Context: an optimization exercise on an open-source flow, tuned for small area, a short achievable clock period and few clock cycles per item. The choices shown serve that exercise and are no tape-out recipe. Where RTL was checked, it was by simulation tests only, not by an equivalence proof against the original. Only the layout flow was run in runs 1 to 3; the RTL was not checked for function there. Power figures rest on the tool's default switching activity, not on a simulated workload.

===== design/flow/config.mk =====
export PLATFORM = sky130hd
export DESIGN_NAME = video_pad_crop_filter
export DESIGN_NICKNAME = video_pad_crop_filter
export VERILOG_FILES = /design/flow/design.v
export SDC_FILE = /design/flow/constraint.sdc
export NUM_CORES = 4
export LEC_CHECK = 0
export CAP_MARGIN = 20
export CORE_MARGIN = 2
export CORE_UTILIZATION = 40
export CTS_CLUSTER_DIAMETER = 100
export CTS_CLUSTER_SIZE = 30
export SETUP_SLACK_MARGIN = 2.5
export SLEW_MARGIN = 20

===== design/flow/constraint.sdc =====
create_clock -name core_clock -period 5.0 [get_ports {scalerClock}]
set_input_delay 1.0000 -clock core_clock [delete_from_list [all_inputs] [get_ports {scalerClock}]]
set_output_delay 1.0000 -clock core_clock [all_outputs]
set_load 0.01 [all_outputs]

===== design/flow/design.v =====
package video_pipeline_pkg;
  typedef enum logic [2:0] {
    REQ_IDLE  = 3'b001,
    REQ_READ  = 3'b010,
    REQ_STORE = 3'b100
  } req_state_e;
  typedef enum logic [1:0] {
    RESP_IDLE,
    RESP_FETCH,
    RESP_EMIT
  } resp_state_e;
  function automatic integer chunknum_bits(input integer hactive_bits, input integer chunk_bits);
    chunknum_bits = hactive_bits - chunk_bits;
  endfunction
  function automatic integer request_bits(input integer vactive_bits, input integer hactive_bits, input integer chunk_bits);
    request_bits = vactive_bits + chunknum_bits(hactive_bits, chunk_bits);
  endfunction
endpackage
module SyncFifo #(
  parameter int WIDTH     = 8,
  parameter int ADDR_BITS = 6
) (
  input  logic             clk,
  input  logic             rst,
  input  logic             rst_now_i,
  input  logic             wr_en_i,
  input  logic [WIDTH-1:0] wr_data_i,
  input  logic             commit_i,
  input  logic             rd_en_i,
  output logic [WIDTH-1:0] head_o,
  output logic             empty_o,
  output logic             full_o
);
  localparam int KB = ADDR_BITS - 1;
  localparam int D  = 2**KB;
  localparam int CB = ADDR_BITS + 1;
  localparam int AB = 2;                 
  localparam int BB = KB - AB;
  logic [WIDTH-1:0]     mem_q [2][D];
  logic [WIDTH-1:0]     pre_q [2];
  logic [D-1:0]         hot_q [2];       
  logic                 wr_lo_q;         
  logic [2**AB-1:0]     wa_q;
  logic [2**BB-1:0]     wb_q;
  logic                 rd_lo_q;         
  logic [CB-1:0]        cnt_q, rcnt_q, cnt_nx, rcnt_nx;
  logic                 cm_d1_q, rd_d1_q, empty_q, full_q;
  assign head_o  = pre_q[rd_lo_q];
  assign empty_o = empty_q;
  assign full_o  = full_q;
  assign cnt_nx  = cnt_q + CB'(cm_d1_q) - CB'(rd_d1_q);
  assign rcnt_nx = rcnt_q + CB'(cm_d1_q) - CB'(rd_d1_q);
  logic [3:0] c_is;
  logic [1:0] r_is;
  always_comb begin
    logic up, dn;
    up = cm_d1_q && !rd_d1_q;
    dn = rd_d1_q && !cm_d1_q;
    for (int i = 0; i < 4; i++)
      c_is[i] = up ? cnt_q == CB'(2**ADDR_BITS-3+i) :
                dn ? cnt_q == CB'(2**ADDR_BITS-1+i) : cnt_q == CB'(2**ADDR_BITS-2+i);
    r_is[0] = up ? 1'b0 : dn ? rcnt_q == CB'(1) : rcnt_q == CB'(0);
    r_is[1] = up ? rcnt_q == CB'(0) : dn ? rcnt_q == CB'(2) : rcnt_q == CB'(1);
  end
  always_ff @(posedge clk)
    for (int l = 0; l < 2; l++)
      for (int b = 0; b < 2**BB; b++)
        for (int a = 0; a < 2**AB; a++)
          if (wr_en_i && wr_lo_q == l[0] && wb_q[b] && wa_q[a]) mem_q[l][b*2**AB+a] <= wr_data_i;
  always_ff @(posedge clk)
    for (int l = 0; l < 2; l++) begin
      logic [WIDTH-1:0] v;
      v = '0;
      for (int j = 0; j < D; j++) v = v | (mem_q[l][j] & {WIDTH{hot_q[l][j]}});
      pre_q[l] <= v;
    end
  always_ff @(posedge clk)
    if (rst || rst_now_i) begin
      empty_q <= 1'b1;
      full_q  <= 1'b0;
    end else begin
      case ({commit_i, rd_en_i})
        2'b10:   full_q <= c_is[1];
        2'b01:   full_q <= c_is[3];
        default: full_q <= c_is[2];
      endcase
      empty_q <= rd_en_i ? r_is[1] : r_is[0];
    end
  always_ff @(posedge clk)
    if (rst) begin
      wr_lo_q  <= 1'b0;
      wa_q     <= (2**AB)'(1);
      wb_q     <= (2**BB)'(1);
      rd_lo_q  <= 1'b0;
      hot_q[0] <= D'(1);
      hot_q[1] <= D'(1);
      cnt_q    <= '0;
      rcnt_q   <= '0;
      cm_d1_q  <= 1'b0;
      rd_d1_q  <= 1'b0;
    end else begin
      cm_d1_q <= commit_i;
      rd_d1_q <= rd_en_i;
      if (commit_i) begin
        wr_lo_q <= !wr_lo_q;
        if (wr_lo_q) begin
          wa_q <= {wa_q[2**AB-2:0], wa_q[2**AB-1]};
          if (wa_q[2**AB-1]) wb_q <= {wb_q[2**BB-2:0], wb_q[2**BB-1]};
        end
      end
      if (rd_en_i) begin
        rd_lo_q          <= !rd_lo_q;
        hot_q[rd_lo_q] <= {hot_q[rd_lo_q][D-2:0], hot_q[rd_lo_q][D-1]};
      end
      cnt_q  <= cnt_nx;
      rcnt_q <= rcnt_nx;
    end
endmodule
module video_pad_crop_filter #(
  parameter int CHUNK_BITS         = 5,
  parameter int HACTIVE_BITS       = 11,
  parameter int VACTIVE_BITS       = 11,
  parameter int BITS_PER_PIXEL     = 16,
  parameter int REQ_FIFO_ADDR_BITS = HACTIVE_BITS - CHUNK_BITS,
  parameter int PIX_FIFO_ADDR_BITS = CHUNK_BITS + 1
) (
  input  logic                                        scalerClock,
  input  logic                                        reset,
  input  logic                                        bypass,
  input  logic [VACTIVE_BITS-1:0]                     padTopRows,
  input  logic [HACTIVE_BITS-CHUNK_BITS-1:0]          padLeftChunks,
  input  logic [VACTIVE_BITS-1:0]                     sourceRows,
  input  logic [HACTIVE_BITS-CHUNK_BITS-1:0]          sourceChunks,
  input  logic [BITS_PER_PIXEL-1:0]                   padColor,
  output logic                                        downstreamRequestFifoReadEnable,
  input  logic                                        downstreamRequestFifoEmpty,
  input  logic [VACTIVE_BITS+HACTIVE_BITS-CHUNK_BITS-1:0] downstreamRequestFifoReadData,
  output logic                                        downstreamResponseFifoWriteEnable,
  input  logic                                        downstreamResponseFifoFull,
  output logic [BITS_PER_PIXEL-1:0]                   downstreamResponseFifoWriteData,
  input  logic                                        upstreamRequestFifoReadEnable,
  output logic                                        upstreamRequestFifoEmpty,
  output logic [VACTIVE_BITS+HACTIVE_BITS-CHUNK_BITS-1:0] upstreamRequestFifoReadData,
  input  logic                                        upstreamResponseFifoWriteEnable,
  output logic                                        upstreamResponseFifoFull,
  input  logic [BITS_PER_PIXEL-1:0]                   upstreamResponseFifoWriteData
);
  localparam int CNB = HACTIVE_BITS - CHUNK_BITS;
  localparam int RB  = VACTIVE_BITS + CNB;
  localparam int QA  = REQ_FIFO_ADDR_BITS;
  localparam int BPP = BITS_PER_PIXEL;
  localparam int QN  = 2**QA;
  logic rst_q;
  always_ff @(posedge scalerClock) rst_q <= reset;
  logic                    rd_q, vld_q, st_q, busy_q, win_q;
  logic [VACTIVE_BITS-1:0] in_row;
  logic [CNB-1:0]          in_chunk;
  logic [VACTIVE_BITS:0]   d_row, row_end;
  logic [CNB:0]            d_chunk, chunk_end;
  logic [RB-1:0]           xl;
  logic                    in_win, up_push, fl_push;
  logic                    u_full, f_full_q;
  assign {in_row, in_chunk} = downstreamRequestFifoReadData;
  assign d_row     = {1'b0, in_row} - {1'b0, padTopRows};
  assign d_chunk   = {1'b0, in_chunk} - {1'b0, padLeftChunks};
  assign row_end   = {1'b0, padTopRows} + {1'b0, sourceRows};
  assign chunk_end = {1'b0, padLeftChunks} + {1'b0, sourceChunks};
  assign in_win = !d_row[VACTIVE_BITS] && {1'b0, in_row} < row_end &&
                  !d_chunk[CNB] && {1'b0, in_chunk} < chunk_end;
  assign xl      = bypass ? downstreamRequestFifoReadData
                          : {d_row[VACTIVE_BITS-1:0], d_chunk[CNB-1:0]};
  assign up_push = st_q && win_q;
  assign fl_push = st_q;
  assign downstreamRequestFifoReadEnable = rd_q;
  always_ff @(posedge scalerClock)
    if (reset) rd_q <= 1'b0;
    else       rd_q <= !rst_q && !busy_q && !downstreamRequestFifoEmpty && !u_full && !f_full_q;
  always_ff @(posedge scalerClock)
    if (rst_q) begin
      vld_q  <= 1'b0;
      st_q   <= 1'b0;
      busy_q <= 1'b0;
    end else begin
      vld_q  <= rd_q;
      st_q   <= vld_q;
      busy_q <= busy_q ? !st_q : !downstreamRequestFifoEmpty && !u_full && !f_full_q;
    end
  always_ff @(posedge scalerClock)
    if (vld_q) win_q <= bypass || in_win;
  logic          u_pop, u_empty;
  logic [RB-1:0] u_head, u_rd_q;
  assign u_pop = upstreamRequestFifoReadEnable && !u_empty;
  assign upstreamRequestFifoEmpty    = u_empty;
  assign upstreamRequestFifoReadData = u_rd_q;
  SyncFifo #(.WIDTH(RB), .ADDR_BITS(QA)) u_up_req (
    .clk(scalerClock), .rst(rst_q), .rst_now_i(reset),
    .wr_en_i(vld_q), .wr_data_i(xl), .commit_i(up_push),
    .rd_en_i(u_pop), .head_o(u_head),
    .empty_o(u_empty), .full_o(u_full)
  );
  always_ff @(posedge scalerClock) u_rd_q <= u_head;
  logic [QN-1:0] fmem;
  logic [QA-1:0] f_wp, f_rp;
  logic [QA:0]   f_cnt, f_inc, f_dec;
  logic          f_pop, f_empty_q, f_head_q, f_rdy_q;
  always_comb begin
    logic ci, cd;
    ci = 1'b1; cd = 1'b1;
    for (int i = 0; i <= QA; i++) begin
      f_inc[i] = f_cnt[i] ^ ci;
      f_dec[i] = f_cnt[i] ^ cd;
      ci = ci & f_cnt[i];
      cd = cd & !f_cnt[i];
    end
  end
  always_ff @(posedge scalerClock) begin
    if (fl_push) fmem[f_wp] <= win_q;
    f_head_q <= fmem[f_rp];
  end
  always_ff @(posedge scalerClock)
    if (rst_q) begin
      f_wp      <= '0;
      f_rp      <= '0;
      f_cnt     <= '0;
      f_empty_q <= 1'b1;
      f_full_q  <= 1'b0;
      f_rdy_q   <= 1'b0;
    end else begin
      if (fl_push) f_wp <= f_wp + QA'(1);
      if (f_pop)   f_rp <= f_rp + QA'(1);
      f_rdy_q <= !f_empty_q && !f_pop;
      case ({fl_push, f_pop})
        2'b10: begin
          f_cnt     <= f_inc;
          f_empty_q <= 1'b0;
          f_full_q  <= f_cnt == (QA+1)'(QN-1);
        end
        2'b01: begin
          f_cnt     <= f_dec;
          f_empty_q <= f_cnt == (QA+1)'(1);
          f_full_q  <= 1'b0;
        end
        default: ;
      endcase
    end
  logic           p_acc, p_pop, p_empty, p_full;
  logic [BPP-1:0] p_head;
  assign p_acc = upstreamResponseFifoWriteEnable && !p_full;
  assign upstreamResponseFifoFull = p_full || reset;
  SyncFifo #(.WIDTH(BPP), .ADDR_BITS(PIX_FIFO_ADDR_BITS)) u_pix (
    .clk(scalerClock), .rst(rst_q), .rst_now_i(reset),
    .wr_en_i(p_acc), .wr_data_i(upstreamResponseFifoWriteData), .commit_i(p_acc),
    .rd_en_i(p_pop), .head_o(p_head),
    .empty_o(p_empty), .full_o(p_full)
  );
  logic                  cur_v, cur_pad, i31_q, adv, issue, nxt;
  logic [CHUNK_BITS-1:0] idx;
  logic                  ov_q, dsf_q;
  logic [BPP-1:0]        wd_q;
  assign adv   = !ov_q || !dsf_q;
  assign issue = adv && cur_v && (cur_pad || !p_empty) && !rst_q;
  assign nxt   = !cur_v || (issue && i31_q);
  assign f_pop = nxt && f_rdy_q;
  assign p_pop = issue && !cur_pad;
  assign downstreamResponseFifoWriteEnable = ov_q && !dsf_q;
  assign downstreamResponseFifoWriteData   = wd_q;
  always_ff @(posedge scalerClock) begin
    dsf_q <= downstreamResponseFifoFull;
    if (reset)    ov_q <= 1'b0;
    else if (adv) ov_q <= issue;
    if (issue) wd_q <= cur_pad ? padColor : p_head;
  end
  always_ff @(posedge scalerClock)
    if (rst_q) begin
      cur_v   <= 1'b0;
      cur_pad <= 1'b0;
      idx     <= '0;
      i31_q   <= 1'b0;
    end else begin
      if (nxt) begin
        cur_v   <= f_rdy_q;
        cur_pad <= !f_head_q;
      end
      if (issue) begin
        idx   <= idx + CHUNK_BITS'(1);
        i31_q <= idx == CHUNK_BITS'(2**CHUNK_BITS-2);
      end
    end
endmodule

===== design/flow/run.sh =====
#!/bin/bash
# synth_recipe.tcl (not shown) runs the flow's synth.tcl, then flattens the netlist and writes it again
# the make line also repeats each setting of config.mk as NAME=value (left out here)
make -C /OpenROAD-flow-scripts/flow DESIGN_CONFIG=/design/flow/config.mk WORK_HOME=/design/flow/orfs CLKGATE_MAP_FILE= SYNTH_SCRIPT=/design/flow/synth_recipe.tcl finish

==> flow_summary.json, run 1 <==
{
  "drtPass1Iterations": 7,
  "gp_congestion": 0.859,
  "multi_input_area_sq_um": 19400,
  "cts_buffer_depth": 3,
  "drcViolationCount": 0,
  "synthArstFlopShare_pct": 0,
  "timing_worst_setup_path_type": "input port to flip-flop",
  "h-tree-depth": 3,
  "dp_slack_ps": 560,
  "areaGrowthSynthToFinish_pct": 11.4,
  "cts_hold_buf": 0,
  "relSlewSlack_pct": 24.7,
  "max_cap_violations": 0,
  "critical_path_required_ps": 5540,
  "dp_hpwl_um": 171000,
  "design.core.area_sq_um": 233000,
  "critPathSlowestCell": "fa_2",
  "fmaxAchievable_mhz": 326,
  "met1_usage_pct": 34.1,
  "period_share_pct": 61.4,
  "ys_top_cells_by_area": "edfxtp_1 (74%), a22oi_1 (6.4%), dfxtp_1 (4.0%)",
  "hold_class": "flip-flop to flip-flop",
  "cp_cell_sequence": "buf_8 -> ha_4 -> fa_2 -> a21o_1 -> a211oi_4 -> o21ai_2 -> a31o_2 -> a21oi_2 -> xnor2_1 -> ha_1 -> o21ai_1 -> nor2_1 -> o221ai_1 -> a31oi_1 -> o21ai_1 -> and3_1",
  "global_route.usage.met3_pct": 4.57,
  "die-area_sq_um": 238000,
  "use_met2_pct": 38.0,
  "start_kind": "input port",
  "seq_area_sq_um": 73500,
  "tightestPinTransition_ps": 1130,
  "grt_usage_pct": 24.2,
  "final-setup-viol-count": 0,
  "arrival_ps": 3610,
  "synth_flop_cell": "edfxtp_1",
  "setup_ws_ps": 1930,
  "critical-path-max-stage-delay_ps": 340,
  "fin_setup_tns_ps": 0,
  "irDropWorstVdd_mv": 0.271,
  "grt_overflow_total": 0,
  "hold_path_end": "cur_v",
  "path_clk_slew_ps": 110,
  "worstHoldPathCells": 2,
  "post_route_cells_drive_above_1_share_pct": 12.6,
  "critPathMostFrequentCell": "o21ai_1",
  "skew_ps": 49.9,
  "grt_pass1_wl_um": 408000,
  "rsz0062_at_grt": "yes",
  "antenna_found_initial": 20,
  "synth_top_area_share_pct": 74.4,
  "clkLatencyLatePin_ps": 810,
  "avgViaCountPerCell": 6.20,
  "portBuffers": 126,
  "syn_area_per_cell_sq_um": 16.9,
  "total_leakage_power_nw": 33.0,
  "place_area_sq_um": 100000,
  "hold_viol_final": 0,
  "io_pins": 127,
  "drt_wl_total_um": 296000,
  "start_util_pct": 40.3,
  "crit_family": "compound AO/OA/AOI/OAI gates",
  "cts_buffers": 97,
  "seq_area_frac_synth_pct": 78.4,
  "syn_nets": 5758,
  "chipWidth_um": 488,
  "synth_edf_count": 2321,
  "yosys.area.top_type": "edfxtp_1",
  "fillers": 20100,
  "cp-end-kind": "flip-flop",
  "p_per_area_nw_per_um2": 353,
  "reg2reg_depth": 3,
  "initialDrtViolationCount": 9604,
  "final_area_sq_um": 104000,
  "syn_inst": 5558,
  "clock_sinks": 2508,
  "min_from": "f_rdy_q",
  "rows": 177,
  "grt_pass1_vias": 52400,
  "outcome": "no timing/DRC/antenna violations",
  "netlist_area_sq_um": 93700,
  "cp.buffers_inverters": 1,
  "cts_tree": "built",
  "ys_seq_elements": 2508,
  "final_nets": 5994,
  "wl_per_cell_um": 32.9,
  "rr_startpoint": "u_pix.hot_q[1][9]",
  "busiest_layer": "met2",
  "timing.final.max_slew_violations": 0,
  "cts-root-buf": "clkbuf_16",
  "worstPathMaxFanout": 2,
  "reg2reg_slack_ps": 2490,
  "reg2reg_to": "u_pix.pre_q[1][8]",
  "layout_min_cycle_time_ps": 3070,
  "ant_nets": 0,
  "grt_max_degree": 78,
  "synth_cell_types": 67,
  "synth_warnings": 7,
  "vias": 55800,
  "die_height_um": 488
}
## registers in the layout, summed over array words and instances (netlist names), 8 cells and up, named ones only
name / flops
u_rd_q: 17
u_pix.hot_q: 64
wd_q: 16
u_pix.mem_q: 1024
u_up_req.mem_q: 1088
u_pix.wb_q: 8
u_up_req.pre_q: 34
fmem: 64
u_up_req.hot_q: 64
u_pix.pre_q: 32
u_up_req.wb_q: 8
## timing repair
action | 4_1_cts | 5_1_grt
setup buffers | 41 | 35
endpoints found under the setup margin | 1706 | 620
resized for setup | 217 | 86
gates cloned | 4 | 5
pin swaps | 20 | 25
## report_power, final
group	leakage, nW	internal [mW]	switching (mW)
clock	1.43	3.96	6.37
sequential	22.6	23.3	0.154
combinational	8.96	1.03	2.06
## worst max-delay path by stage
stage	start	endpoint	slack [ps]	cells past startpoint
2_1_floorplan	padTopRows[0]	win_q	1470	15
3_3_place_gp	padTopRows[0]	win_q	510	16
3_5_place_dp	padTopRows[0]	win_q	560	16
4_1_cts	padTopRows[0]	win_q	1930	16
5_1_grt	padTopRows[0]	win_q	1750	16
6_report	padTopRows[0]	win_q	1930	16
## cells in the final DEF, fill, tap and decap left out, types with 103 or more instances in the layout
master and n:
dfxtp_1 173, nand3_1 141, a221oi_1 131, edfxtp_1 2321, nand4_1 145, clkbuf_16 103, a22o_1 132, buf_4 318
o21ai_0 134, nor2_1 230, a22oi_1 795
## cell usage after synthesis (66+ instances only)
cell	number
dfxtp_1	187
edfxtp_1	2321
a22oi_1	795
a21oi_1	66
inv_1	85
nor2_1	234
or4_1	67
nand4_1	145
nand2_1	109
clkbuf_1	304
a221oi_1	133
ha_1	102
nand3_1	144
mux2i_1	94
o21ai_0	159
a22o_1	132
and3_1	77
## per-layer routing
metal / up-vias / part of all wire, % / routed length (um)
met2: 3560 / 46 / 136000
met5: - / 0.029 / 85
met4: 6 / 3.6 / 10700
met1: 29000 / 39 / 115000
li1: 22800 / - / -
met3: 464 / 12 / 34300
## cell families after synthesis
group	Yosys count	share of synthesized area [%]
and+or+nand+nor	940	5.29
DFF	2508	78.4
muxes	145	1.82
adders and majority gates	110	1.53
buffers and inverters	435	1.76
AOI/OAI and AO/OA	1347	10.6
xor gates and xnor gates	73	0.682
## area by class of cell
cell class                 instances  share of cell area [%]
clock buffer                     160                    2.61
clock inverter                    17                   0.268
timing repair buffer             485                    4.07
sequential                      2508                    70.3
multi-input combinational       2615                    18.6
inverter                          87                   0.375
antenna                            7                  0.0168
tap                             3132                    3.75
## metrics by stage
stage / util (%) / hold slack [ps] / power [mW] / instances
floorplan: - / 390 / 25.4 / 5558
global route: 44.9 / 437 / 37.8 / 9007
CTS: 44.6 / 422 / 36.7 / 8963
finish: 44.9 / 465 / 36.8 / 9011
detailed placement: 43.0 / 428 / 26.7 / 8741
global placement: 43.0 / 434 / 26.6 / 8740
## worst min-delay path, delay by kind of cell (launching register included)
family | cells | cell delay [ps]
AOI/OAI and AO/OA | 1 | 50
buffers and inverters | 1 | 50
DFF | 1 | 330
==> run 2: changes to the inputs <==
--- a/design/flow/design.v
+++ b/design/flow/design.v
@@ -27,3 +27,3 @@
   input  logic [WIDTH-1:0] wr_data_i,
-  input  logic             commit_i,
+  input  logic             pend_i,
   input  logic             rd_en_i,
@@ -36,4 +36,2 @@
   localparam int CB = ADDR_BITS + 1;
-  localparam int AB = 2;                 
-  localparam int BB = KB - AB;
   logic [WIDTH-1:0]     mem_q [2][D];
@@ -41,2 +39,4 @@
   logic [D-1:0]         hot_q [2];       
+  localparam int AB = 2;                 
+  localparam int BB = KB - AB;
   logic                 wr_lo_q;         
@@ -46,3 +46,3 @@
   logic [CB-1:0]        cnt_q, rcnt_q, cnt_nx, rcnt_nx;
-  logic                 cm_d1_q, rd_d1_q, empty_q, full_q;
+  logic                 wr_d1_q, rd_d1_q, empty_q, full_q;
   assign head_o  = pre_q[rd_lo_q];
@@ -50,16 +50,4 @@
   assign full_o  = full_q;
-  assign cnt_nx  = cnt_q + CB'(cm_d1_q) - CB'(rd_d1_q);
-  assign rcnt_nx = rcnt_q + CB'(cm_d1_q) - CB'(rd_d1_q);
-  logic [3:0] c_is;
-  logic [1:0] r_is;
-  always_comb begin
-    logic up, dn;
-    up = cm_d1_q && !rd_d1_q;
-    dn = rd_d1_q && !cm_d1_q;
-    for (int i = 0; i < 4; i++)
-      c_is[i] = up ? cnt_q == CB'(2**ADDR_BITS-3+i) :
-                dn ? cnt_q == CB'(2**ADDR_BITS-1+i) : cnt_q == CB'(2**ADDR_BITS-2+i);
-    r_is[0] = up ? 1'b0 : dn ? rcnt_q == CB'(1) : rcnt_q == CB'(0);
-    r_is[1] = up ? rcnt_q == CB'(0) : dn ? rcnt_q == CB'(2) : rcnt_q == CB'(1);
-  end
+  assign cnt_nx  = cnt_q + CB'(wr_en_i) - CB'(rd_d1_q);
+  assign rcnt_nx = rcnt_q + CB'(wr_d1_q) - CB'(rd_d1_q);
   always_ff @(posedge clk)
@@ -81,8 +69,8 @@
     end else begin
-      case ({commit_i, rd_en_i})
-        2'b10:   full_q <= c_is[1];
-        2'b01:   full_q <= c_is[3];
-        default: full_q <= c_is[2];
+      case ({pend_i, rd_en_i})
+        2'b10:   full_q <= cnt_nx == CB'(2**ADDR_BITS-1);
+        2'b01:   full_q <= cnt_nx == CB'(2**ADDR_BITS+1);
+        default: full_q <= cnt_nx == CB'(2**ADDR_BITS);
       endcase
-      empty_q <= rd_en_i ? r_is[1] : r_is[0];
+      empty_q <= rd_en_i ? rcnt_nx == CB'(1) : rcnt_nx == CB'(0);
     end
@@ -98,8 +86,8 @@
       rcnt_q   <= '0;
-      cm_d1_q  <= 1'b0;
+      wr_d1_q  <= 1'b0;
       rd_d1_q  <= 1'b0;
     end else begin
-      cm_d1_q <= commit_i;
+      wr_d1_q <= wr_en_i;
       rd_d1_q <= rd_en_i;
-      if (commit_i) begin
+      if (wr_en_i) begin
         wr_lo_q <= !wr_lo_q;
@@ -112,3 +100,3 @@
         rd_lo_q          <= !rd_lo_q;
-        hot_q[rd_lo_q] <= {hot_q[rd_lo_q][D-2:0], hot_q[rd_lo_q][D-1]};
+        hot_q[rd_lo_q]   <= {hot_q[rd_lo_q][D-2:0], hot_q[rd_lo_q][D-1]};
       end
@@ -154,19 +142,13 @@
   always_ff @(posedge scalerClock) rst_q <= reset;
-  logic                    rd_q, vld_q, st_q, busy_q, win_q;
+  logic                    rd_q, vld_q, cmp_q, st_q, busy_q, br_q, bc_q, win_q;
+  logic [RB-1:0]           xl_q;
   logic [VACTIVE_BITS-1:0] in_row;
   logic [CNB-1:0]          in_chunk;
-  logic [VACTIVE_BITS:0]   d_row, row_end;
-  logic [CNB:0]            d_chunk, chunk_end;
-  logic [RB-1:0]           xl;
-  logic                    in_win, up_push, fl_push;
+  logic [VACTIVE_BITS:0]   d_row;
+  logic [CNB:0]            d_chunk;
+  logic                    up_push, fl_push;
   logic                    u_full, f_full_q;
   assign {in_row, in_chunk} = downstreamRequestFifoReadData;
-  assign d_row     = {1'b0, in_row} - {1'b0, padTopRows};
-  assign d_chunk   = {1'b0, in_chunk} - {1'b0, padLeftChunks};
-  assign row_end   = {1'b0, padTopRows} + {1'b0, sourceRows};
-  assign chunk_end = {1'b0, padLeftChunks} + {1'b0, sourceChunks};
-  assign in_win = !d_row[VACTIVE_BITS] && {1'b0, in_row} < row_end &&
-                  !d_chunk[CNB] && {1'b0, in_chunk} < chunk_end;
-  assign xl      = bypass ? downstreamRequestFifoReadData
-                          : {d_row[VACTIVE_BITS-1:0], d_chunk[CNB-1:0]};
+  assign d_row   = {1'b0, in_row} - {1'b0, padTopRows};
+  assign d_chunk = {1'b0, in_chunk} - {1'b0, padLeftChunks};
   assign up_push = st_q && win_q;
@@ -180,2 +162,3 @@
       vld_q  <= 1'b0;
+      cmp_q  <= 1'b0;
       st_q   <= 1'b0;
@@ -184,7 +167,16 @@
       vld_q  <= rd_q;
-      st_q   <= vld_q;
+      cmp_q  <= vld_q;
+      st_q   <= cmp_q;
       busy_q <= busy_q ? !st_q : !downstreamRequestFifoEmpty && !u_full && !f_full_q;
     end
-  always_ff @(posedge scalerClock)
-    if (vld_q) win_q <= bypass || in_win;
+  always_ff @(posedge scalerClock) begin
+    if (vld_q) begin
+      xl_q <= bypass ? downstreamRequestFifoReadData : {d_row[VACTIVE_BITS-1:0], d_chunk[CNB-1:0]};
+      br_q <= d_row[VACTIVE_BITS];
+      bc_q <= d_chunk[CNB];
+    end
+    if (cmp_q)
+      win_q <= bypass || (!br_q && !bc_q &&
+                          xl_q[RB-1:CNB] < sourceRows && xl_q[CNB-1:0] < sourceChunks);
+  end
   logic          u_pop, u_empty;
@@ -196,3 +188,3 @@
     .clk(scalerClock), .rst(rst_q), .rst_now_i(reset),
-    .wr_en_i(vld_q), .wr_data_i(xl), .commit_i(up_push),
+    .wr_en_i(up_push), .wr_data_i(xl_q), .pend_i(1'b0),
     .rd_en_i(u_pop), .head_o(u_head),
@@ -245,9 +237,14 @@
     end
-  logic           p_acc, p_pop, p_empty, p_full;
-  logic [BPP-1:0] p_head;
+  logic           p_acc, pin_v_q, p_pop, p_empty, p_full;
+  logic [BPP-1:0] pin_d_q, p_head;
   assign p_acc = upstreamResponseFifoWriteEnable && !p_full;
   assign upstreamResponseFifoFull = p_full || reset;
+  always_ff @(posedge scalerClock) begin
+    if (rst_q) pin_v_q <= 1'b0;
+    else       pin_v_q <= p_acc;
+    pin_d_q <= upstreamResponseFifoWriteData;
+  end
   SyncFifo #(.WIDTH(BPP), .ADDR_BITS(PIX_FIFO_ADDR_BITS)) u_pix (
     .clk(scalerClock), .rst(rst_q), .rst_now_i(reset),
-    .wr_en_i(p_acc), .wr_data_i(upstreamResponseFifoWriteData), .commit_i(p_acc),
+    .wr_en_i(pin_v_q), .wr_data_i(pin_d_q), .pend_i(p_acc),
     .rd_en_i(p_pop), .head_o(p_head),
==> flow_summary.json, run 2 <==
{
  "outcome": "no timing/DRC/antenna violations",
  "mostFrequentLayoutCells": "edfxtp_1 (2340), a22oi_1 (792), buf_4 (291), nor2_1 (215), dfxtp_1 (176)",
  "layout_min_cycle_time_ps": 2790,
  "reg2reg_depth": 11,
  "relSlewSlack_pct": 13.6,
  "antenna_found_initial": 15,
  "tightestPinTransition_ps": 1300,
  "h-tree-depth": 3,
  "vias": 54500,
  "skew_ps": 90.7,
  "cts_buffer_depth": 3,
  "avgViaCountPerCell": 6.11,
  "worstPathMaxFanout": 2,
  "total_leakage_power_nw": 32.8,
  "grt_overflow_total": 0,
  "drtPass1Iterations": 6,
  "grt_pass1_wl_um": 400000,
  "initialDrtViolationCount": 8408,
  "place_area_sq_um": 99600,
  "irDropWorstVdd_mv": 0.306,
  "dr_wl_met3_um": 29500,
  "top_regs": "u_up_req.mem_q: 1088 flops, u_pix.mem_q: 1024 flops",
  "design.core.area_sq_um": 233000,
  "die-area_sq_um": 238000,
  "worstHoldPathCells": 1,
  "p_sw_mw": 8.41,
  "syn_inst": 5478,
  "hold_viol_final": 0,
  "p_per_area_nw_per_um2": 353,
  "top_layer": "met5",
  "final_nets": 5850,
  "die_height_um": 488,
  "timing_worst_setup_path_type": "flip-flop to flip-flop",
  "path_clk_slew_ps": 100,
  "yosys.area.top_type": "edfxtp_1",
  "rows": 177,
  "yosysMostFrequentCell": "edfxtp_1",
  "synth_cell_types": 63,
  "ys_seq_elements": 2545,
  "seq_area_frac_synth_pct": 79.4,
  "start_util_pct": 40.3,
  "fillers": 20000,
  "met2_length_um": 138000,
  "io_pins": 127,
  "max_cap_violations": 0,
  "timing.final.max_slew_violations": 0,
  "cts_buffers": 103,
  "synth_top_area_share_pct": 75.0,
  "multi_input_area_sq_um": 18100,
  "clock_sinks": 2545,
  "cts_tree": "built",
  "ant_nets": 0,
  "ys_top_cells_by_area": "edfxtp_1 (75%), a22oi_1 (6.3%), dfxtp_1 (4.4%)",
  "grt_usage_pct": 23.7,
  "areaGrowthSynthToFinish_pct": 11.1,
  "portBuffers": 126,
  "largest_reg_flops": 1088,
  "start_kind": "flip-flop",
  "layout_commonest_cell": "edfxtp_1",
  "sw_frac_of_total_pct": 22.9,
  "top_register": "u_up_req.mem_q",
  "syn_area_per_cell_sq_um": 17.1,
  "syn_nets": 5644,
  "p_int_mw": 28.3,
  "synth_flop_cell": "edfxtp_1",
  "hold_class": "flip-flop to flip-flop",
  "synthArstFlopShare_pct": 0,
  "p_comb_share_pct": 6.7,
  "synth_edf_count": 2340,
  "cts-root-buf": "clkbuf_16",
  "power.share.clock_pct": 29.5,
  "sequentialPowerShare_pct": 63.8,
  "gp_congestion": 0.858,
  "dp_hpwl_um": 167000,
  "synth_common_cells": "edfxtp_1 (2340), a22oi_1 (792), clkbuf_1 (300)",
  "cts_hold_buf": 0,
  "final_area_sq_um": 104000,
  "post_route_cells_drive_above_1_share_pct": 11.4,
  "critical_path_required_ps": 5690,
  "period_share_pct": 55.8,
  "drt-met1-wl_um": 109000,
  "chipWidth_um": 488,
  "final-setup-viol-count": 0,
  "clkLatencyLatePin_ps": 840,
  "fin_setup_tns_ps": 0,
  "netlist_area_sq_um": 93700,
  "seq_area_sq_um": 74400,
  "arrival_ps": 3480,
  "cp-end-kind": "flip-flop",
  "drt_wl_total_um": 289000,
  "fmaxAchievable_mhz": 359,
  "grt_pass1_vias": 51500,
  "wl_per_cell_um": 32.5,
  "rsz0062_at_grt": "yes",
  "synth_warnings": 7,
  "grt_max_degree": 71,
  "drcViolationCount": 0
}
-- run 2: changes by cell type after synthesis, sizes merged, moves of 11 or more --
cell	change
a21oi	-14
and2	-32
and3	+20
dfxtp	+18
edfxtp	+19
ha	-32
nand2b	-11
nor2	-14
o21ai	-19
-- run 2: final timing paths --
path / start / end / slack, ps
setup / recovery: u_pix.rd_d1_q / u_pix.full_q / 2210
hold / removal: busy_q / rd_q / 430
setup reg to reg: u_pix.rd_d1_q / u_pix.full_q / 2210
hold reg to reg: busy_q / rd_q / 430
-- run 2: what timing repair did --
| item | in CTS | in global routing |
|---|---|---|
| setup endpoints to repair | 715 | 171 |
| pin swaps | 16 | 24 |
| buffers inserted | 47 | 25 |
| gates cloned | 3 | 0 |
| resized for setup | 142 | 62 |
-- run 2: metrics by stage --
| stage | setup slack, ps | hold WS (ps) | utilization [%] | cells | power (mW) |
|---|---|---|---|---|---|
| 4_1_cts | 2220 | 437 | 44.5 | 8873 | 36.7 |
| 6_report | 2210 | 431 | 44.7 | 8908 | 36.8 |
| 2_1_floorplan | 2160 | 390 | - | 5478 | 25.2 |
| 3_3_place_gp | 1320 | 415 | 42.8 | 8629 | 26.1 |
| 5_1_grt | 2110 | 470 | 44.7 | 8902 | 37.7 |
| 3_5_place_dp | 1330 | 422 | 42.8 | 8633 | 26.1 |
-- run 2: logic make-up (layout without fill, tap and decap cells) --
family / count (synthesis) / in the layout / synth area share, %
DFF: 2545 / 2545 / 79.4
adders and majority gates: 76 / 76 / 1.06
AOI/OAI and AO/OA: 1319 / 1319 / 10.4
and+or+nand+nor: 891 / 892 / 4.99
xor gates and xnor gates: 59 / 59 / 0.552
other: 0 / 7 / 0
muxes: 142 / 142 / 1.78
buffers and inverters: 446 / 736 / 1.80
-- run 2: power by group through the flow --
stage	registers (mW)	clock network, mW	logic (mW)
finish	23.4	10.8	2.48
global route	23.5	11.6	2.64
CTS	23.5	10.9	2.31
detailed placement	24.0	0	2.16
global placement	24.0	0	2.10
floorplan	23.9	0	1.32
-- run 2: final cells by class --
class / count / area share, %
Antenna cell: 7 / 0.0168
Clock buffer: 163 / 2.71
Clock inverter: 27 / 0.441
Inverter: 96 / 0.375
Multi-Input combinational cell: 2488 / 17.3
Sequential cell: 2545 / 71.5
Tap cell: 3132 / 3.76
Timing Repair Buffer: 450 / 3.86
-- run 2: worst max-delay path, stage by stage (launching register included) --
cell and delay [ps]:
dfxtp_2 350, ha_1 280, inv_1 60, ha_2 180, inv_2 40, fa_2 340
and2b_1 210, o31a_1 160, a21oi_2 50, or2_0 210, or4b_4 540, a2111oi_4 280
-- run 2: layer usage --
| metal | up-vias | GRT usage, % |
|---|---|---|
| met5 | - | 0 |
| met4 | 12 | 8.89 |
| met3 | 531 | 4.13 |
| met2 | 3260 | 38.8 |
| met1 | 28200 | 31.7 |
| li1 | 22500 | - |
==> run 3: changes to the inputs <==
--- a/design/flow/design.v
+++ b/design/flow/design.v
@@ -36,7 +36,9 @@
   localparam int CB = ADDR_BITS + 1;
+  localparam int AB = 2;                 
+  localparam int BB = KB - AB;
   logic [WIDTH-1:0]     mem_q [2][D];
   logic [WIDTH-1:0]     pre_q [2];
-  logic [D-1:0]         hot_q [2];       
-  localparam int AB = 2;                 
-  localparam int BB = KB - AB;
+  logic [2**AB-1:0]     ra_q  [2];
+  logic [2**BB-1:0]     rb_q  [2];
+  logic [D-1:0]         hot   [2];
   logic                 wr_lo_q;         
@@ -57,2 +59,5 @@
           if (wr_en_i && wr_lo_q == l[0] && wb_q[b] && wa_q[a]) mem_q[l][b*2**AB+a] <= wr_data_i;
+  always_comb
+    for (int l = 0; l < 2; l++)
+      for (int j = 0; j < D; j++) hot[l][j] = rb_q[l][j / 2**AB] && ra_q[l][j % 2**AB];
   always_ff @(posedge clk)
@@ -61,3 +66,3 @@
       v = '0;
-      for (int j = 0; j < D; j++) v = v | (mem_q[l][j] & {WIDTH{hot_q[l][j]}});
+      for (int j = 0; j < D; j++) v = v | (mem_q[l][j] & {WIDTH{hot[l][j]}});
       pre_q[l] <= v;
@@ -82,4 +87,6 @@
       rd_lo_q  <= 1'b0;
-      hot_q[0] <= D'(1);
-      hot_q[1] <= D'(1);
+      for (int l = 0; l < 2; l++) begin
+        ra_q[l] <= (2**AB)'(1);
+        rb_q[l] <= (2**BB)'(1);
+      end
       cnt_q    <= '0;
@@ -100,3 +107,5 @@
         rd_lo_q          <= !rd_lo_q;
-        hot_q[rd_lo_q]   <= {hot_q[rd_lo_q][D-2:0], hot_q[rd_lo_q][D-1]};
+        ra_q[rd_lo_q] <= {ra_q[rd_lo_q][2**AB-2:0], ra_q[rd_lo_q][2**AB-1]};
+        if (ra_q[rd_lo_q][2**AB-1])
+          rb_q[rd_lo_q] <= {rb_q[rd_lo_q][2**BB-2:0], rb_q[rd_lo_q][2**BB-1]};
       end
==> flow_summary.json, run 3 <==
{
  "muxShareOfSynthArea_pct": 1.38,
  "place_area_sq_um": 98200,
  "grt_usage_pct": 22.6,
  "cts_buffer_depth": 3,
  "start_kind": "flip-flop",
  "critical_path_required_ps": 5630,
  "sequentialPowerShare_pct": 64.0,
  "skew_ps": 55.2,
  "final_area_sq_um": 103000,
  "netlist_area_sq_um": 92800,
  "ys_seq_elements": 2465,
  "layout_commonest_cell": "edfxtp_1",
  "syn_inst": 5635,
  "synth_top_area_share_pct": 73.2,
  "p_int_mw": 27.3,
  "p_per_area_nw_per_um2": 344,
  "mostFrequentLayoutCells": "edfxtp_1 (2260), a22oi_1 (477), buf_4 (277), nand2_1 (210), a222oi_1 (191)",
  "seq_area_frac_synth_pct": 77.6,
  "synthAdderAreaFrac_pct": 1.07,
  "yosys.area.top_type": "edfxtp_1",
  "clkLatencyLatePin_ps": 820,
  "rsz0062_at_grt": "yes",
  "cts-root-buf": "clkbuf_16",
  "avgViaCountPerCell": 6.21,
  "dp_hpwl_um": 158000,
  "synth-xor-area-share_pct": 0.595,
  "syn_nets": 5801,
  "p_total_mw": 35.3,
  "areaGrowthSynthToFinish_pct": 10.6,
  "final_nets": 5963,
  "cts_hold_buf": 0,
  "top_register": "u_up_req.mem_q",
  "dpl.cell_count": 8620,
  "cp-end-kind": "flip-flop",
  "syn_area_per_cell_sq_um": 16.5,
  "wl_per_cell_um": 31.0,
  "relSlewSlack_pct": 20.6,
  "synth_top_family_by_area": "compound AO/OA/AOI/OAI gates",
  "drtPass1Iterations": 10,
  "start_util_pct": 40.3,
  "grt_pass1_vias": 52700,
  "rows": 176,
  "final_util_pct": 44.5,
  "power.share.clock_pct": 29.3,
  "layout_min_cycle_time_ps": 2650,
  "yosys.area_share.simple_pct": 4.73,
  "die_height_um": 486,
  "p_comb_share_pct": 6.6,
  "total_leakage_power_nw": 32.5,
  "seq_area_sq_um": 72000,
  "synth_edf_count": 2260,
  "final_cells": 8909,
  "synth_flop_cell": "edfxtp_1",
  "clock_sinks": 2465,
  "max_cap_violations": 0,
  "initialDrtViolationCount": 9426,
  "vias": 55400,
  "cts_tree": "built",
  "synth_warnings": 9,
  "grt_max_degree": 86,
  "drt_wl_total_um": 276000,
  "arrival_ps": 3270,
  "setup_ws_ps": 2350,
  "outcome": "no timing/DRC/antenna violations",
  "top_regs": "u_up_req.mem_q: 1088 flops, u_pix.mem_q: 1024 flops, fmem: 64 flops",
  "final-setup-viol-count": 0,
  "portBuffers": 126,
  "tightestPinTransition_ps": 1190,
  "fmaxAchievable_mhz": 378,
  "sw_frac_of_total_pct": 22.5,
  "yosysMostFrequentCell": "edfxtp_1",
  "post_route_cells_drive_above_1_share_pct": 11.2,
  "ant_nets": 0,
  "design.core.area_sq_um": 230000,
  "fillers": 20100,
  "holdWs_ps": 428,
  "grt_overflow_total": 0,
  "hold_class": "flip-flop to flip-flop",
  "synthArstFlopShare_pct": 0,
  "grt_pass1_wl_um": 390000,
  "antenna_found_initial": 15,
  "worstPathMaxFanout": 26,
  "gp_congestion": 0.846,
  "synth_compound_area_share_pct": 12.5,
  "io_pins": 127,
  "dp_slack_ps": 1240,
  "synth_cell_types": 71,
  "hold_viol_final": 0,
  "cts_buffers": 98,
  "ys_top_cells_by_area": "edfxtp_1 (73%), dfxtp_1 (4.4%), a22oi_1 (3.9%)",
  "die-area_sq_um": 236000,
  "largest_reg_flops": 1088,
  "fin_setup_tns_ps": 0,
  "timing.final.max_slew_violations": 0,
  "path_clk_slew_ps": 120,
  "synth_common_cells": "edfxtp_1 (2260), a22oi_1 (477), clkbuf_1 (233)",
  "irDropWorstVdd_mv": 0.284,
  "drcViolationCount": 0,
  "period_share_pct": 52.9,
  "p_sw_mw": 7.96,
  "h-tree-depth": 3,
  "timing_worst_setup_path_type": "flip-flop to flip-flop",
  "multi_input_area_sq_um": 19200,
  "chipWidth_um": 486
}
run 3: logic make-up after synthesis:
logic type,Yosys count
AOI/OAI and AO/OA,1538
xor gates and xnor gates,63
adders and majority gates,76
buffers and inverters,513
DFF,2465
muxes,102
and+or+nand+nor,878
run 3: worst paths after layout:
path | from | end | slack, ps | cells past startpoint
max | u_up_req.ra_q[1][0] | u_up_req.pre_q[1][12] | 2350 | 5
min | f_empty_q | f_rdy_q | 430 | 1
max reg2reg | u_up_req.ra_q[1][0] | u_up_req.pre_q[1][12] | 2350 | 5
min reg2reg | f_empty_q | f_rdy_q | 430 | 1
run 3: what timing repair did:
| action | 4_1_cts | 5_1_grt |
|---|---|---|
| endpoints found under the setup margin | 1210 | 176 |
| cloned | 0 | 1 |
| pin swaps | 11 | 15 |
| setup buffers | 72 | 29 |
| gates resized for setup | 148 | 56 |
run 3: routing by layer:
layer | part of all wire, % | wire length [um] | track usage, % | up-vias
li1 | - | - | - | 23100
met2 | 47 | 131000 | 36.8 | 3135
met3 | 9.5 | 26300 | 3.28 | 433
met5 | 0.018 | 49 | 0 | -
met4 | 3.2 | 8850 | 6.49 | 8
met1 | 40 | 110000 | 31.7 | 28700
run 3: cell type report:
class | instances | share of cell area (%)
well taps | 3026 | 3.69
clock buffers | 157 | 2.65
inverters | 139 | 0.561
repair buffers | 436 | 3.79
multi-input cells | 2657 | 18.7
diodes | 2 | 0.00488
clock inverters | 27 | 0.334
flip-flops and latches | 2465 | 70.2
run 3: critical path, cell delays in order, from the launching register on:
cell and delay [ps]:
edfxtp_1 470, clkbuf_16 240, a222oi_1 400, inv_1 100
a222oi_1 950, nand2_1 290
run 3: power groups by stage:
stage / logic (mW) / clock network [mW] / registers (mW)
3_5_place_dp: 2.08 / 0 / 23.1
4_1_cts: 2.22 / 10.5 / 22.6
5_1_grt: 2.52 / 11.1 / 22.6
3_3_place_gp: 2.04 / 0 / 23.1
6_report: 2.34 / 10.4 / 22.6
2_1_floorplan: 1.25 / 0 / 23.1
==> run 4: changes to the inputs <==
--- a/design/flow/design.v
+++ b/design/flow/design.v
@@ -36,9 +36,7 @@
   localparam int CB = ADDR_BITS + 1;
+  logic [WIDTH-1:0]     mem_q [2][D];
+  logic [WIDTH-1:0]     pre_q [2];
+  logic [D-1:0]         hot_q [2];       
   localparam int AB = 2;                 
   localparam int BB = KB - AB;
-  logic [WIDTH-1:0]     mem_q [2][D];
-  logic [WIDTH-1:0]     pre_q [2];
-  logic [2**AB-1:0]     ra_q  [2];
-  logic [2**BB-1:0]     rb_q  [2];
-  logic [D-1:0]         hot   [2];
   logic                 wr_lo_q;         
@@ -54,2 +52,16 @@
   assign rcnt_nx = rcnt_q + CB'(wr_d1_q) - CB'(rd_d1_q);
+  logic [3:0] c_is;
+  logic [1:0] r_is;
+  always_comb begin
+    logic up, dn, rup, rdn;
+    up  = wr_en_i && !rd_d1_q;
+    dn  = rd_d1_q && !wr_en_i;
+    rup = wr_d1_q && !rd_d1_q;
+    rdn = rd_d1_q && !wr_d1_q;
+    for (int i = 0; i < 4; i++)
+      c_is[i] = up ? cnt_q == CB'(2**ADDR_BITS-3+i) :
+                dn ? cnt_q == CB'(2**ADDR_BITS-1+i) : cnt_q == CB'(2**ADDR_BITS-2+i);
+    r_is[0] = rup ? 1'b0 : rdn ? rcnt_q == CB'(1) : rcnt_q == CB'(0);
+    r_is[1] = rup ? rcnt_q == CB'(0) : rdn ? rcnt_q == CB'(2) : rcnt_q == CB'(1);
+  end
   always_ff @(posedge clk)
@@ -59,5 +71,2 @@
           if (wr_en_i && wr_lo_q == l[0] && wb_q[b] && wa_q[a]) mem_q[l][b*2**AB+a] <= wr_data_i;
-  always_comb
-    for (int l = 0; l < 2; l++)
-      for (int j = 0; j < D; j++) hot[l][j] = rb_q[l][j / 2**AB] && ra_q[l][j % 2**AB];
   always_ff @(posedge clk)
@@ -66,3 +75,3 @@
       v = '0;
-      for (int j = 0; j < D; j++) v = v | (mem_q[l][j] & {WIDTH{hot[l][j]}});
+      for (int j = 0; j < D; j++) v = v | (mem_q[l][j] & {WIDTH{hot_q[l][j]}});
       pre_q[l] <= v;
@@ -75,7 +84,7 @@
       case ({pend_i, rd_en_i})
-        2'b10:   full_q <= cnt_nx == CB'(2**ADDR_BITS-1);
-        2'b01:   full_q <= cnt_nx == CB'(2**ADDR_BITS+1);
-        default: full_q <= cnt_nx == CB'(2**ADDR_BITS);
+        2'b10:   full_q <= c_is[1];
+        2'b01:   full_q <= c_is[3];
+        default: full_q <= c_is[2];
       endcase
-      empty_q <= rd_en_i ? rcnt_nx == CB'(1) : rcnt_nx == CB'(0);
+      empty_q <= rd_en_i ? r_is[1] : r_is[0];
     end
@@ -87,6 +96,4 @@
       rd_lo_q  <= 1'b0;
-      for (int l = 0; l < 2; l++) begin
-        ra_q[l] <= (2**AB)'(1);
-        rb_q[l] <= (2**BB)'(1);
-      end
+      hot_q[0] <= D'(1);
+      hot_q[1] <= D'(1);
       cnt_q    <= '0;
@@ -107,5 +114,3 @@
         rd_lo_q          <= !rd_lo_q;
-        ra_q[rd_lo_q] <= {ra_q[rd_lo_q][2**AB-2:0], ra_q[rd_lo_q][2**AB-1]};
-        if (ra_q[rd_lo_q][2**AB-1])
-          rb_q[rd_lo_q] <= {rb_q[rd_lo_q][2**BB-2:0], rb_q[rd_lo_q][2**BB-1]};
+        hot_q[rd_lo_q]   <= {hot_q[rd_lo_q][D-2:0], hot_q[rd_lo_q][D-1]};
       end
==> flow_summary.json, run 4 <==
{
  "grt_usage_pct": 24.2,
  "ant_nets": 0,
  "cts-root-buf": "clkbuf_16",
  "io_pins": 127,
  "hold_class": "flip-flop to flip-flop",
  "fmaxAchievable_mhz": 388,
  "synth_warnings": 7,
  "power.share.clock_pct": 28.7,
  "final_util_pct": 44.3,
  "die-area_sq_um": 239000,
  "hold_viol_final": 0,
  "rsz0062_at_grt": "yes",
  "drtPass1Iterations": 8,
  "start_kind": "flip-flop",
  "top_regs": "u_up_req.mem_q: 1088 flops, u_pix.mem_q: 1024 flops",
  "final-setup-viol-count": 0,
  "path_clk_slew_ps": 110,
  "seq_area_frac_synth_pct": 79.1,
  "synth_edf_count": 2340,
  "gp_congestion": 0.855,
  "sequentialPowerShare_pct": 65.2,
  "grt_max_degree": 71,
  "rr_startpoint": "win_q",
  "synth_top_area_share_pct": 74.7,
  "drt_wl_total_um": 297000,
  "reg2reg_slack_ps": 2430,
  "grt_pass1_wl_um": 408000,
  "syn_inst": 5513,
  "tightestPinTransition_ps": 1270,
  "cp-end-kind": "flip-flop",
  "p_sw_mw": 8.09,
  "cts_tree": "built",
  "timing_worst_setup_path_type": "flip-flop to flip-flop",
  "grt_pass1_vias": 51700,
  "arrival_ps": 3080,
  "irDropWorstVdd_mv": 0.279,
  "period_share_pct": 51.5,
  "top_register": "u_up_req.mem_q",
  "critPathLaunch": "win_q",
  "ys_seq_elements": 2545,
  "netlist_area_sq_um": 94100,
  "setup_ws_ps": 2430,
  "cts_buffers": 97,
  "design.core.area_sq_um": 235000,
  "synth_common_cells": "edfxtp_1 (2340), a22oi_1 (792), clkbuf_1 (295)",
  "p_int_mw": 27.9,
  "synth_flop_cell": "edfxtp_1",
  "sw_frac_of_total_pct": 22.5,
  "synthArstFlopShare_pct": 0,
  "outcome": "no timing/DRC/antenna violations",
  "min_from": "busy_q",
  "layout_min_cycle_time_ps": 2570,
  "antenna_found_initial": 12,
  "syn_nets": 5694,
  "worstPathMaxFanout": 11,
  "total_leakage_power_nw": 32.7,
  "dp_hpwl_um": 174000,
  "chipWidth_um": 489,
  "critical_path_required_ps": 5500,
  "max_cap_violations": 0,
  "p_total_mw": 36.0,
  "p_per_area_nw_per_um2": 346,
  "clkLatencyLatePin_ps": 830,
  "ys_top_cells_by_area": "edfxtp_1 (75%), a22oi_1 (6.3%), dfxtp_1 (4.4%)",
  "mostFrequentLayoutCells": "edfxtp_1 (2340), a22oi_1 (792), buf_4 (295), nor2_1 (216), dfxtp_1 (171)",
  "vias": 54900,
  "rows": 178,
  "timing.final.max_slew_violations": 0,
  "start_util_pct": 40.1,
  "die_height_um": 489,
  "initialDrtViolationCount": 8599,
  "final_nets": 5891,
  "dp_slack_ps": 1190,
  "syn_area_per_cell_sq_um": 17.1,
  "yosys.area.top_type": "edfxtp_1",
  "portBuffers": 126,
  "cts_buffer_depth": 3,
  "drcViolationCount": 0,
  "fin_setup_tns_ps": 0,
  "yosysMostFrequentCell": "edfxtp_1",
  "skew_ps": 42.4,
  "areaGrowthSynthToFinish_pct": 10.5,
  "synth_cell_types": 67,
  "wl_per_cell_um": 33.2,
  "avgViaCountPerCell": 6.14,
  "clock_sinks": 2545,
  "largest_reg_flops": 1088,
  "holdWs_ps": 432,
  "layout_commonest_cell": "edfxtp_1",
  "p_comb_share_pct": 6.1,
  "relSlewSlack_pct": 15.5,
  "h-tree-depth": 3,
  "post_route_cells_drive_above_1_share_pct": 10.8,
  "grt_overflow_total": 0,
  "cts_hold_buf": 0
}
run 4: final timing paths:
path	end	cells past startpoint
worst max-delay path	u_up_req.mem_q[36][9]	7
worst min register to register	rd_q	1
worst min-delay path	rd_q	1
worst max register to register	u_up_req.mem_q[36][9]	7
run 4: worst max-delay path, stage by stage, from the launching register on:
cell and delay, ps:
edfxtp_1 540, buf_12 160, nand2_8 60, inv_8 50
buf_4 120, and3_1 340, and2_1 600, buf_4 390
run 4: stage by stage:
stage               cells  instance area (sq um)
floorplan            5513                  94200
global placement     8703                 100000
detailed placement   8710                 100000
CTS                  8937                 104000
global route         8942                 104000
finish               8946                 104000
run 4: cells by family (layout without fill, tap and decap cells):
logic type | after synthesis | in the layout | synth area share [%]
buffers and inverters | 454 | 728 | 1.90
muxes | 142 | 142 | 1.77
DFF | 2545 | 2545 | 79.1
AOI/OAI and AO/OA | 1329 | 1329 | 10.4
other | 0 | 4 | 0
xor gates and xnor gates | 57 | 57 | 0.547
adders and majority gates | 91 | 91 | 1.26
and+or+nand+nor | 895 | 900 | 5.06
run 4: area by class of cell:
class | instances | area (sq um)
antenna | 4 | 10.0
multi-input combinational | 2519 | 18300
inverter | 105 | 435
sequential | 2545 | 74400
fill | 20200 | 131000
tap | 3150 | 3940
clock buffer | 167 | 2730
timing repair buffer | 442 | 3880
clock inverter | 14 | 188
run 4: power groups by stage:
stage                     logic, mW  clock network [mW]  registers, mW
after floorplan                1.20                   0           23.9
after global placement         1.97                   0           24.0
after detailed placement       2.03                   0           24.0
after CTS                      2.13                10.4           23.5
after global routing           2.34                11.0           23.5
final                          2.19                10.3           23.5
run 4: layer usage:
metal / vias to the layer above / part of all wire, % / track usage, % / wire length (um)
li1: 22500 / - / - / -
met5: - / 0.011 / 0 / 34
met3: 490 / 10 / 3.95 / 30700
met4: 6 / 3.6 / 7.83 / 10800
met2: 3375 / 48 / 40.0 / 143000
met1: 28500 / 38 / 32.7 / 112000
run 4: what timing repair did:
action / CTS / global route
pin swaps: 8 / 15
gates cloned: 6 / 0
resized for setup: 139 / 50
setup buffers: 40 / 5
endpoints found under the setup margin: 553 / 93
Testbench counts of run 4, summed over its fixed seeds: cycles 37,036, pixels 36,864.

==> port drivers added, routing unchanged <==
No port has a modelled driver above. Below, the same layouts with a new extraction and two added sets of constraints. Step 1 (the two cells are an assumption about what drives the block):
set clk [get_ports {scalerClock}]
set_driving_cell -lib_cell sky130_fd_sc_hd__clkbuf_16 $clk
set_driving_cell -lib_cell sky130_fd_sc_hd__buf_2 [delete_from_list [all_inputs] $clk]
Step 2 times the ports against the registers' clock, not the clock port: input delays grow and output delays shrink by t, the midpoint of the rising clock arrivals with the driver on. Three values: ideal ports, drivers, drivers and shift; two values: the first two.
| run | t (ns) | setup slack, ns | worst setup path after step 2 | worst register clock-pin slew, ns | worst data-port slew with drivers (ns) |
|---|---|---|---|---|---|
| run 1 | 0.877 | 1.932 / 1.970 / 1.092 | input to register | 0.12 / 0.12 | 0.18 |
| run 2 | 0.895 | 2.212 / 2.212 / 1.678 | input to register | 0.12 / 0.12 | 0.14 |
| run 3 | 0.879 | 2.353 / 2.353 / 1.819 | input to register | 0.12 / 0.12 | 0.15 |
| run 4 | 0.901 | 2.426 / 2.375 / 1.744 | input to register | 0.12 / 0.12 | 0.20 |
After both steps setup and hold are still met in every run listed. The setup slack of run 1, which loses most, moves by +0.038 ns with the drivers and by -0.840 ns with both steps.
